Source: an optimization exercise on an open RTL-to-GDS flow (aim: small area and a short achievable clock period). Production flows keep margins and buffers that such runs may drop. Power and IR drop assume default switching activity.

Setup of oak:
Design rqfbi_top, start of the top module:
module rqfbi_top (
	input  wire logic        clk,
	input  wire logic        arst_n,
	input  wire logic        start,
	output logic             busy,
	input  wire logic [2:0]  cmd_kind,
	input  wire logic [31:0] cmd_data,
	input  wire logic        cfg_valid,
	output logic             cfg_ready,
	input  wire logic [4:0]  cfg_data,
	output logic             done,
	output logic             res_accepted,
	output logic [31:0]      res_out_data,
	output logic [4:0]       res_items_held,
	output logic [4:0]       res_slots_free,
	output logic             res_is_empty,
	output logic             res_is_full
);
	rqfbi_pkg::rqfbi_cmd_t cmd;
	rqfbi_pkg::rqfbi_res_t result;
	assign cmd.kind      = cmd_kind;
	assign cmd.item_data = cmd_data;
	ring_queue_front_back_insert u_q (
		.clk       (clk),
		.arst_n    (arst_n),
		.start     (start),
		.busy      (busy),
		.cmd       (cmd),
		.cfg_valid (cfg_valid),
		.cfg_ready (cfg_ready),
		.cfg_data  (cfg_data),
		.done      (done),
		.result    (result)
	);
	assign res_accepted   = result.accepted;
	assign res_out_data   = result.out_data;
	assign res_items_held = result.items_held;
	assign res_slots_free = result.slots_free;
	assign res_is_empty   = result.is_empty;
	assign res_is_full    = result.is_full;
endmodule
Settings: LEC_CHECK=0, CAP_MARGIN=20, CORE_MARGIN=2, CORE_UTILIZATION=40, SETUP_SLACK_MARGIN=1.7, SLEW_MARGIN=20; clock period 4.0 ns.
standard.sh (not shown) runs the stock make flow with config.mk's settings and CLKGATE_MAP_FILE= SYNTH_SCRIPT=/design/flow/synth_recipe.tcl, a recipe that flattens the netlist after the stock synthesis.
==> flow/flow/run.sh <==
#!/bin/bash
# standard layout, with plain buffers (not delay cells) on the ports
set -o pipefail
bash standard.sh "BUFFER_PORTS_ARGS=-buffer_cell sky130_fd_sc_hd__buf_2" finish > standard.log 2>&1
### oak -> pine
Settings: SETUP_SLACK_MARGIN: 1.7 -> 1.6.
[compare] base=oak new=pine: cell area +about 0.4%, multi-input logic portion of the cell area ~0 delta. Via total after detailed routing ends up higher on oak. In the flow results for pine and oak, the final worst slack is larger on pine. Re post-CTS setup buffer count: pine and oak aren't equal, and the lower value belongs to oak. pine vs oak, critical path class: input port to flop vs flop to flop.
Function was not checked in any run of this note: the RTL went through the layout flow alone.

## build 66
Another version of the RTL of rqfbi_top (not shown whole).
For scale: roughly 92 I/O pins, roughly 21000 um^2 of cells after synthesis.
clock: 4.0 ns
lec_check: 0
cap_margin: 20
core_margin: 2
core_utilization: 40
setup_slack_margin: 1.6
slew_margin: 20
Scripts as last shown in full above: flow/flow/run.sh
For build 76, these inputs were changed with respect to build 66:
Settings: changing SETUP_SLACK_MARGIN from 1.6 to 1.8.
[summary]
- Build 76 finished end to end and its layout was clean on timing, DRC and antenna.
- In build 76 the combinational power turned out 20% higher than in build 66.
- In the flow results for build 66 and build 76, the setup slack is smaller on build 66.
- Sort build 66 and build 76 by number of resized instances in the post-cts repair step desc -> top: build 76
- Relative to build 66, clock network fraction of total power has gone up in build 76.
- Per the comparison of build 76 with build 66, clock insertion delay at the later pin of the skew report level, total length of routed wires moved up, area overhead of the layout relative to synthesis moved up, number of nets in the layout moved up.
> inputs changed (build 76 -> build 84)
Settings: a change of SETUP_SLACK_MARGIN from 1.8 to 1.7.
Results
- Having completed the whole flow, build 84 delivered a layout that passed the timing, DRC and antenna checks.
- Build 84 has post-layout worst setup margin above what build 76 had.
- From build 76 to build 84 the numbers moved as follows: clock-buffer cell count +about 6%, area growth from synthesis to layout -6.6 points.
## Diff of input files: build 83 against build 84
Settings: swapping 1.7 for 2.0 in SETUP_SLACK_MARGIN.
From build 84 to build 83, setup total negative slack did not move at all. Fraction of power consumed by the clock network: build 83 vs build 84 down 1.3 points. Re shortest clock period the worst path allows after layout: build 84 and build 83 aren't equal, and the lower value belongs to build 83. Build 83 against build 84: layout buffering overhead excluding clock cells went up 7.5 points; sequential cell area share went down 7.5 points; number of nets in the finished design went up 13%; post-route standard cell area excluding fillers went up 13%; buffers inserted during post-CTS setup optimization went up 102. Build 83 vs build 84 — global routing met1 resource utilization rose 4.5 points. Worst setup slack on build 83 is ahead of build 84.
Function was not checked in any run of this note: the RTL went through the layout flow alone.

-- port drivers added, routing unchanged --
In the flow no input, the clock included, has a driving cell. The finished layouts below were timed again as built, in two steps. Step 1 assumes that a clkbuf_16 drives the clock port and a buf_2 every other input. Step 2 times the ports against the registers' clock, not the clock port: input delays grow and output delays shrink by t, the midpoint of the rising clock arrivals with the driver on. Slacks: ideal / step 1 / step 2; pairs: ideal / step 1.
run	t (ns)	slack for setup (ns)	hold WS [ns]
oak	0.663	1.704 / 1.704 / 1.140	0.211 / 0.174 / 0.464
pine	0.655	1.713 / 1.731 / 1.092	0.201 / 0.171 / 0.463
build 66	0.661	1.607 / 1.607 / 1.075	0.177 / 0.139 / 0.460
build 76	0.688	1.629 / 1.629 / 1.029	0.133 / 0.095 / 0.491
build 84	0.666	1.692 / 1.692 / 1.070	0.160 / 0.124 / 0.478
build 83	0.671	1.744 / 1.744 / 1.217	0.153 / 0.116 / 0.461
After both steps setup and hold are still met in every run listed. For build 84, which loses most, drivers alone change the setup slack by 0.000 ns; drivers and shift together by -0.622 ns.
